Context: an optimization exercise on an open-source flow, tuned for small area, a short achievable clock period and few clock cycles per item. The choices shown serve that exercise and are no tape-out recipe.
RTL that was checked went through simulation tests only; none was proved equivalent to the original.

// sha256_byte_stream_hasher_top
module sha256_byte_stream_hasher_top (
  input  logic        clk_i,
  input  logic        rst_ni,
  input  logic        s_axis_tvalid,
  output logic        s_axis_tready,
  input  logic [7:0]  s_axis_tdata,    
  input  logic        s_axis_tuser,    
  output logic        m_axis_tvalid,
  input  logic        m_axis_tready,
  output logic [31:0] m_axis_tdata,    
  output logic [2:0]  m_axis_tuser,    
  output logic        m_axis_tlast     
);
==> module sha256_front, before the edit <==
module sha256_front (
  input  logic       clk_i,
  input  logic       rst_ni,
  input  logic       s_axis_tvalid,
  output logic       s_axis_tready,
  input  logic [7:0] s_axis_tdata,    
  input  logic       s_axis_tuser,    
  output logic       q_valid_o,
  output sha256_pkg::item_t      q_item_o,
  input  logic       q_ready_i
);
  logic [8:0]  entry0_q, entry1_q;
  logic        wr_ptr_q, rd_ptr_q;
  logic [1:0]  cnt_q, cnt_d;
  logic        rdy_q;
  logic        push, pop;
  assign s_axis_tready = rdy_q;
  assign push          = s_axis_tvalid & rdy_q;
  assign q_valid_o     = (cnt_q != 2'd0);
  assign pop           = q_valid_o & q_ready_i;
  assign q_item_o      = rd_ptr_q ? entry1_q : entry0_q;
  assign cnt_d         = cnt_q + {1'b0, push} - {1'b0, pop};
  always_ff @(posedge clk_i or negedge rst_ni) begin
    if (!rst_ni) begin
      wr_ptr_q <= 1'b0;
      rd_ptr_q <= 1'b0;
      cnt_q    <= 2'd0;
      rdy_q    <= 1'b1;
    end else begin
      if (push) wr_ptr_q <= ~wr_ptr_q;
      if (pop)  rd_ptr_q <= ~rd_ptr_q;
      cnt_q  <= cnt_d;
      rdy_q  <= (cnt_d != 2'd2);
    end
  end
  always_ff @(posedge clk_i) begin
    if (push && !wr_ptr_q) entry0_q <= {s_axis_tuser, s_axis_tdata};
    if (push &&  wr_ptr_q) entry1_q <= {s_axis_tuser, s_axis_tdata};
  end
endmodule
==> module sha256_back, before the edit <==
module sha256_back (
  input  logic              clk_i,
  input  logic              rst_ni,
  input  logic              q_valid_i,
  input  sha256_pkg::item_t q_item_i,
  output logic              q_ready_o,
  input  logic              take_i,
  output logic              blk_rdy_o,
  output logic              blk_first_o,
  output logic              blk_last_o,
  output logic [15:0][31:0] blk_o
);
  logic [15:0][31:0] m_q;
  logic [23:0] acc_q;
  logic [1:0]  bcnt_q;
  logic [3:0]  wcnt_q;
  logic        mfull_q;
  logic        pad_q, p80_q, lenok_q;
  logic [5:0]  ffill_q;
  logic [54:0] blkcnt_q;
  logic        msgfirst_q, bfirst_q, blast_q;
  logic        is_fin, pop, push, blk_done, fin_blk;
  logic [31:0] pword, padword;
  logic [63:0] len;
  assign is_fin = (q_item_i.op == sha256_pkg::OP_FINISH);
  assign len    = {blkcnt_q, ffill_q, 3'b000};
  always_comb begin
    unique case (bcnt_q)
      2'd0: padword = {sha256_pkg::PAD_BYTE, 24'h0};
      2'd1: padword = {acc_q[7:0], sha256_pkg::PAD_BYTE, 16'h0};
      2'd2: padword = {acc_q[15:0], sha256_pkg::PAD_BYTE, 8'h0};
      default: padword = {acc_q[23:0], sha256_pkg::PAD_BYTE};
    endcase
  end
  always_comb begin
    q_ready_o = ~pad_q & (is_fin | ~((bcnt_q == 2'd3) & mfull_q));
    pop       = q_valid_i & q_ready_o;
    push      = 1'b0;
    pword     = {acc_q, q_item_i.data};
    if (pop && !is_fin && bcnt_q == 2'd3) push = 1'b1;
    if (pad_q && !mfull_q) begin
      push = 1'b1;
      if (!p80_q)                          pword = padword;
      else if (lenok_q && wcnt_q == 4'd14) pword = len[63:32];
      else if (lenok_q && wcnt_q == 4'd15) pword = len[31:0];
      else                                 pword = 32'h0;
    end
    blk_done = push & (wcnt_q == 4'd15);
    fin_blk  = pad_q & p80_q & lenok_q;
  end
  always_ff @(posedge clk_i or negedge rst_ni) begin
    if (!rst_ni) begin
      bcnt_q     <= 2'd0;
      wcnt_q     <= 4'd0;
      mfull_q    <= 1'b0;
      pad_q      <= 1'b0;
      p80_q      <= 1'b0;
      lenok_q    <= 1'b0;
      blkcnt_q   <= 55'd0;
      msgfirst_q <= 1'b1;
    end else begin
      if (push) wcnt_q <= wcnt_q + 4'd1;
      if (take_i) mfull_q <= 1'b0;
      if (blk_done) begin
        mfull_q    <= 1'b1;
        msgfirst_q <= fin_blk;
      end
      if (pop) begin
        if (is_fin) begin
          pad_q   <= 1'b1;
          p80_q   <= 1'b0;
          lenok_q <= 1'b0;
        end else begin
          bcnt_q <= bcnt_q + 2'd1;
          if (bcnt_q == 2'd3 && wcnt_q == 4'd15) blkcnt_q <= blkcnt_q + 55'd1;
        end
      end
      if (pad_q && push) begin
        if (!p80_q) begin
          p80_q  <= 1'b1;
          bcnt_q <= 2'd0;
          if (wcnt_q <= 4'd13) lenok_q <= 1'b1;
        end
        if (blk_done) begin
          if (fin_blk) begin
            pad_q    <= 1'b0;
            lenok_q  <= 1'b0;
            blkcnt_q <= 55'd0;
          end else begin
            lenok_q <= 1'b1;
          end
        end
      end
    end
  end
  always_ff @(posedge clk_i) begin
    if (push) begin
      for (int i = 0; i < 15; i++) m_q[i] <= m_q[i+1];
      m_q[15] <= pword;
    end
    if (pop && !is_fin) acc_q <= {acc_q[15:0], q_item_i.data};
    if (pop && is_fin) ffill_q <= {wcnt_q, bcnt_q};
    if (blk_done) begin
      bfirst_q <= msgfirst_q;
      blast_q  <= fin_blk;
    end
  end
  assign blk_rdy_o   = mfull_q;
  assign blk_first_o = bfirst_q;
  assign blk_last_o  = blast_q;
  assign blk_o       = m_q;
endmodule
export LEC_CHECK = 0
export CAP_MARGIN = 20
export CORE_MARGIN = 2
export CORE_UTILIZATION = 50
export SETUP_SLACK_MARGIN = 5
export SLEW_MARGIN = 20
export TNS_END_PERCENT = 0
create_clock -name core_clock -period 12.0 [get_ports {clk_i}]
standard.sh (not shown) runs the stock make flow with config.mk's settings and CLKGATE_MAP_FILE= SYNTH_SCRIPT=/design/flow/synth_recipe.tcl, a recipe that flattens the netlist after the stock synthesis.
==> flow/flow/run.sh <==
#!/bin/bash
set -euo pipefail
MARGIN=$(cat flow/margin.txt)
sed "s/SETUP_SLACK_MARGIN=[0-9.]*/SETUP_SLACK_MARGIN=${MARGIN}/" standard.sh > standard_margin.sh
bash standard_margin.sh > standard.log 2>&1
==> flow/flow/margin.txt <==
8.5
Next try:
--- a/flow/design.v
+++ b/flow/design.v
@@ -25,36 +25,12 @@
   output logic       q_valid_o,
   output sha256_pkg::item_t      q_item_o,
   input  logic       q_ready_i
 );
-  logic [8:0]  entry0_q, entry1_q;
-  logic        wr_ptr_q, rd_ptr_q;
-  logic [1:0]  cnt_q, cnt_d;
-  logic        rdy_q;
-  logic        push, pop;
-  assign s_axis_tready = rdy_q;
-  assign push          = s_axis_tvalid & rdy_q;
-  assign q_valid_o     = (cnt_q != 2'd0);
-  assign pop           = q_valid_o & q_ready_i;
-  assign q_item_o      = rd_ptr_q ? entry1_q : entry0_q;
-  assign cnt_d         = cnt_q + {1'b0, push} - {1'b0, pop};
-  always_ff @(posedge clk_i or negedge rst_ni) begin
-    if (!rst_ni) begin
-      wr_ptr_q <= 1'b0;
-      rd_ptr_q <= 1'b0;
-      cnt_q    <= 2'd0;
-      rdy_q    <= 1'b1;
-    end else begin
-      if (push) wr_ptr_q <= ~wr_ptr_q;
-      if (pop)  rd_ptr_q <= ~rd_ptr_q;
-      cnt_q  <= cnt_d;
-      rdy_q  <= (cnt_d != 2'd2);
-    end
-  end
-  always_ff @(posedge clk_i) begin
-    if (push && !wr_ptr_q) entry0_q <= {s_axis_tuser, s_axis_tdata};
-    if (push &&  wr_ptr_q) entry1_q <= {s_axis_tuser, s_axis_tdata};
-  end
+  assign q_valid_o     = s_axis_tvalid;
+  assign q_item_o.op   = s_axis_tuser ? sha256_pkg::OP_FINISH : sha256_pkg::OP_ABSORB;
+  assign q_item_o.data = s_axis_tdata;
+  assign s_axis_tready = q_ready_i;
 endmodule
 `timescale 1ns / 1ps
 module sha256_core (
   input  logic              clk_i,
@@ -363,9 +339,9 @@
       default: padword = {acc_q[23:0], sha256_pkg::PAD_BYTE};
     endcase
   end
   always_comb begin
-    q_ready_o = ~pad_q & (is_fin | ~((bcnt_q == 2'd3) & mfull_q));
+    q_ready_o = ~pad_q & ~((bcnt_q == 2'd3) & mfull_q);
     pop       = q_valid_i & q_ready_o;
     push      = 1'b0;
     pword     = {acc_q, q_item_i.data};
     if (pop && !is_fin && bcnt_q == 2'd3) push = 1'b1;
After rerunning: The new run passed the timing, DRC and antenna checks; sequential cell count came out lower by 23; register-to-register slack gains 400 ps; worst hold slack gains 11 ps; final area came out higher slightly; die area stays flat; global-route usage came out higher by 1.8 points; core utilization came out higher by 0.67 points; routed wire length came out higher by a few percent.
Testbench counts after the change, summed over its fixed seeds: cycles 72,292, bytes 62,794.
No functional check of the RTL was part of the first run of this note.

-- static timing again, ports no longer ideal --
In the flow no input, the clock included, has a driving cell. The finished layouts below were timed again as built, in two steps.
Step 1: set_driving_cell puts a clkbuf_16 on clk_i and a buf_2 on each other input, an assumption about the parent block.
Step 2 times the ports against the registers' clock, not the clock port: input delays grow and output delays shrink by t, the midpoint of the rising clock arrivals with the driver on.
a / b / c = ideal ports / drivers / drivers and shift; a / b = the first two.
| run | t, ns | setup slack, ns | clock arrival spread, ns |
|---|---|---|---|
| the first run | 0.909 | 6.494 / 6.494 / 6.494 | 0.050 / 0.050 |
| the second run | 0.931 | 6.899 / 6.899 / 6.617 | 0.083 / 0.082 |
After both steps setup and hold are still met in every run listed. The setup slack of the second run, which loses most, moves by 0.000 ns with the drivers and by -0.282 ns with both steps.
